This is an optimization exercise on Yosys and OpenROAD, whose aim is small area, a short achievable clock period and few clock cycles, not a production implementation.
In this exercise RTL edits were held to simulation tests only and were not proved equivalent to the original.
Power figures rest on the tool's default switching activity, not on a simulated workload.

harbor:
Design lif_update_unit, start of the top module:
module lif_update_unit #(
  parameter int unsigned LANES      = 16,
  parameter int unsigned DW         = 32,
  parameter int unsigned AW         = 5,
  parameter int unsigned LEAK_SHIFT = 4
) (
  input  logic                clk,
  input  logic                rst,
  input  logic                start,
  input  logic [AW-1:0]       base_addr,
  input  logic [LANES*DW-1:0] cur_in,
  input  logic [LANES*DW-1:0] vol_in,
  input  logic [DW-1:0]       vt_in,
  input  logic                stall,
  output logic                busy,
  output logic                done,
  output logic                wb_we,
  output logic [AW-1:0]       wb_wa,
  output logic [DW-1:0]       wb_wd,
  output logic [LANES-1:0]    spike_out,
  output logic [4:0]          spike_cnt
);
For scale: about 1100 I/O pins.
==> flow/config.mk <==
export PLATFORM = sky130hd
export DESIGN_NAME = lif_update_unit
export DESIGN_NICKNAME = lif_update_unit
export VERILOG_FILES = /design/flow/design.v
export SDC_FILE = /design/flow/constraint.sdc
export NUM_CORES = 4
export LEC_CHECK = 0
export CAP_MARGIN = 20
export CORE_MARGIN = 2
export CORE_UTILIZATION = 40
export SLEW_MARGIN = 20
==> flow/constraint.sdc <==
create_clock -name core_clock -period 10.0 [get_ports {clk}]
set_input_delay 2.0000 -clock core_clock [delete_from_list [all_inputs] [get_ports {clk}]]
set_output_delay 2.0000 -clock core_clock [all_outputs]
set_load 0.01 [all_outputs]
standard.sh (not shown) runs the stock make flow with config.mk's settings and CLKGATE_MAP_FILE= SYNTH_SCRIPT=/design/flow/synth_recipe.tcl, a recipe that flattens the netlist after the stock synthesis.
==> flow/flow/run.sh <==
#!/bin/bash
# Standard ORFS layout with smaller input-port buffers and a tighter internal
# repair target (the SDC is the standard flow's own, unchanged).
set -euo pipefail
export BUFFER_PORTS_ARGS="-buffer_cell sky130_fd_sc_hd__buf_1"
export SETUP_SLACK_MARGIN=6.7
export ABC_CLOCK_PERIOD_IN_PS=3300
bash standard.sh > flow_standard.log 2>&1
harbor closes out successfully: all stages finished, all timing, DRC and antenna checks passed.
Testbench counts of harbor, summed over its fixed seeds: cycles 19,232.
The inputs of quartz differ from those of harbor as listed below.
==> flow/run.sh (new file) <==
#!/bin/bash
# synth_recipe.tcl (not shown) runs the flow's synth.tcl, then flattens the netlist and writes it again
# the make line also repeats each setting of config.mk as NAME=value (left out here)
make -C /OpenROAD-flow-scripts/flow DESIGN_CONFIG=/design/flow/config.mk WORK_HOME=/design/flow/orfs CLKGATE_MAP_FILE= SYNTH_SCRIPT=/design/flow/synth_recipe.tcl finish
removed: flow/flow/run.sh
removed: flow/standard.sh
Of harbor and quartz, the lower clock buffer and inverter area fraction after layout belongs to quartz.
Cell count along the critical path: quartz vs harbor identical
Per the final summary, quartz finished and its layout is clean on timing, DRC and antenna.
The final setup violation count of quartz and that of harbor are within noise of each other.
The footprint of the flip-flops and latches was comparable across harbor and quartz.
In the reports for harbor and quartz, the smaller share of final layout cell area taken by non-clock buffers belongs to harbor.
harbor -> quartz: net count reported at finish decreased slightly
> inputs changed (quartz -> fjord)
==> flow/flow/run.sh (new file) <==
#!/bin/bash
# Standard ORFS layout with smaller input-port buffers and a tighter internal
# repair target (the SDC is the standard flow's own, unchanged).
set -euo pipefail
export BUFFER_PORTS_ARGS="-buffer_cell sky130_fd_sc_hd__buf_1"
export ABC_CLOCK_PERIOD_IN_PS=3300
bash standard.sh > flow_standard.log 2>&1
==> flow/standard.sh (new file) <==
#!/bin/bash
# synth_recipe.tcl (not shown) runs the flow's synth.tcl, then flattens the netlist and writes it again
# the make line also repeats each setting of config.mk as NAME=value (left out here)
make -C /OpenROAD-flow-scripts/flow DESIGN_CONFIG=/design/flow/config.mk WORK_HOME=/design/flow/orfs CLKGATE_MAP_FILE= SYNTH_SCRIPT=/design/flow/synth_recipe.tcl "${@:-finish}"
removed: flow/run.sh
Looking at met2 track demand over resource, fjord sits 4.2 points lower than quartz does.
The count of maximum capacitance violations of fjord and that of quartz are within noise of each other.
Per the comparison of fjord with quartz, sequential cell count roughly the same, global-route track usage on met1 lost 2.1 points, final design area excluding fillers saw a decrease.
fjord completed end to end with timing, DRC and antenna clean.

Another version of the RTL of lif_update_unit (not shown whole).
Size: about 1300 flip-flops, roughly 1100 I/O pins.
// lif_update_unit
module lif_update_unit #(
  parameter int unsigned LANES      = 16,
  parameter int unsigned DW         = 32,
  parameter int unsigned AW         = 5,
  parameter int unsigned LEAK_SHIFT = 4
) (
  input  logic                clk,
  input  logic                rst,
  input  logic                start,
  input  logic [AW-1:0]       base_addr,
  input  logic [LANES*DW-1:0] cur_in,
  input  logic [LANES*DW-1:0] vol_in,
  input  logic [DW-1:0]       vt_in,
  input  logic                stall,
  output logic                busy,
  output logic                done,
  output logic                wb_we,
  output logic [AW-1:0]       wb_wa,
  output logic [DW-1:0]       wb_wd,
  output logic [LANES-1:0]    spike_out,
  output logic [4:0]          spike_cnt
);
  logic [LANES*DW-1:0] snap_v, snap_c;
  logic [DW-1:0]       vt_r;
  logic [AW-1:0]       base_r;
  logic                pend;           
  logic [LANES-1:0]    sel;            
  logic                val1, first1, last1;
  logic [DW-1:0]       v1, c1;
  logic                val2, first2, last2;
  logic [DW:0]         s2;
  logic [DW-1:0]       t2;
  logic                full, last_o;
  logic [DW-1:0] v_s, c_s;
  always_comb begin
    v_s = '0;
    c_s = '0;
    for (int i = 0; i < LANES; i++) begin
      v_s = v_s | ({DW{sel[i]}} & snap_v[DW*i +: DW]);
      c_s = c_s | ({DW{sel[i]}} & snap_c[DW*i +: DW]);
    end
  end
  logic [DW:0] xa, xb, xc, sum1, car1, s_1;
  always_comb begin
    xa   = {v1[DW-1], v1};
    xb   = ~{{(LEAK_SHIFT+1){v1[DW-1]}}, v1[DW-1:LEAK_SHIFT]};
    xc   = {c1[DW-1], c1};
    sum1 = xa ^ xb ^ xc;
    car1 = {((xa[DW-1:0] & xb[DW-1:0]) | (xa[DW-1:0] & xc[DW-1:0]) |
             (xb[DW-1:0] & xc[DW-1:0])), 1'b1};
    s_1  = sum1 + car1;
  end
  logic          fire2, negovf;
  logic [DW-1:0] wd2;
  always_comb begin
    fire2  = ($signed(s2) >= $signed({t2[DW-1], t2})) |
             (t2 == {1'b1, {(DW-1){1'b0}}});
    negovf = s2[DW] & ~s2[DW-1];
  ...
clock: 10.0 ns
lec_check: 0
cap_margin: 20
core_margin: 2
core_utilization: 40
slew_margin: 20
==> flow/flow/run.sh <==
#!/bin/bash
# Standard ORFS layout with smaller input-port buffers, a smaller clock tree
# (no dummy loads, clkbuf_4/8) and a tighter internal repair target (the SDC
# is the standard flow's own, unchanged). Each tool's output is in orfs/logs; make's own
# output is in flow_standard.log.
set -euo pipefail
export BUFFER_PORTS_ARGS="-buffer_cell sky130_fd_sc_hd__buf_1"
export SETUP_SLACK_MARGIN=6.8
export ABC_CLOCK_PERIOD_IN_PS=3300
export ABC_AREA=1
export PLACE_DENSITY=0.85
export CTS_ARGS="-sink_clustering_enable -repair_clock_nets -dont_use_dummy_load -sink_clustering_size 20 -sink_clustering_max_diameter 80 -root_buf sky130_fd_sc_hd__clkbuf_16 -buf_list {sky130_fd_sc_hd__clkbuf_8 sky130_fd_sc_hd__clkbuf_16}"
bash standard.sh > flow_standard.log 2>&1
The first run went through all stages and came out clean.
Testbench counts at the start, summed over its fixed seeds: cycles 19,232.
Next try:
--- a/flow/flow/run.sh
+++ b/flow/flow/run.sh
@@ -9,4 +9,2 @@
 export ABC_CLOCK_PERIOD_IN_PS=3300
-export ABC_AREA=1
-export PLACE_DENSITY=0.85
 export CTS_ARGS="-sink_clustering_enable -repair_clock_nets -dont_use_dummy_load -sink_clustering_size 20 -sink_clustering_max_diameter 80 -root_buf sky130_fd_sc_hd__clkbuf_16 -buf_list {sky130_fd_sc_hd__clkbuf_8 sky130_fd_sc_hd__clkbuf_16}"
Result: The new run passed the timing, DRC and antenna checks; total power goes down by 14%; global-route usage is lower by 0.60 points; synthesized area is lower by 2.0%; clock-buffer cell count came out lower by 6.

## afterwards: timing with drivers on the ports
Ports are ideal in the flow. The routed layouts listed here were re-timed in OpenROAD. Step 1 sets driving cells, clkbuf_16 on the clock port and buf_2 on the other inputs (assumed; they add their load-dependent delay and slew). Step 2 moves the port delays by t, midway between the first and last clock arrival at a register: inputs arrive t later, outputs are due t later. That takes back most of the time a late clock gives input paths. Three values: no drivers, after step 1, after step 2; two values: the first two.
| run | t, ns | setup slack, ns | clock arrival spread, ns |
|---|---|---|---|
| harbor | 0.837 | 6.495 / 6.495 / 6.495 | 0.028 / 0.028 |
| quartz | 0.851 | 6.179 / 6.142 / 6.179 | 0.037 / 0.037 |
| fjord | 0.837 | 6.217 / 6.217 / 6.217 | 0.028 / 0.028 |
| the first run of note 2 | 0.742 | 6.605 / 6.523 / 6.695 | 0.087 / 0.087 |
| the second run of note 2 | 0.725 | 6.545 / 6.545 / 6.545 | 0.085 / 0.084 |
After both steps every run listed still meets setup and hold.
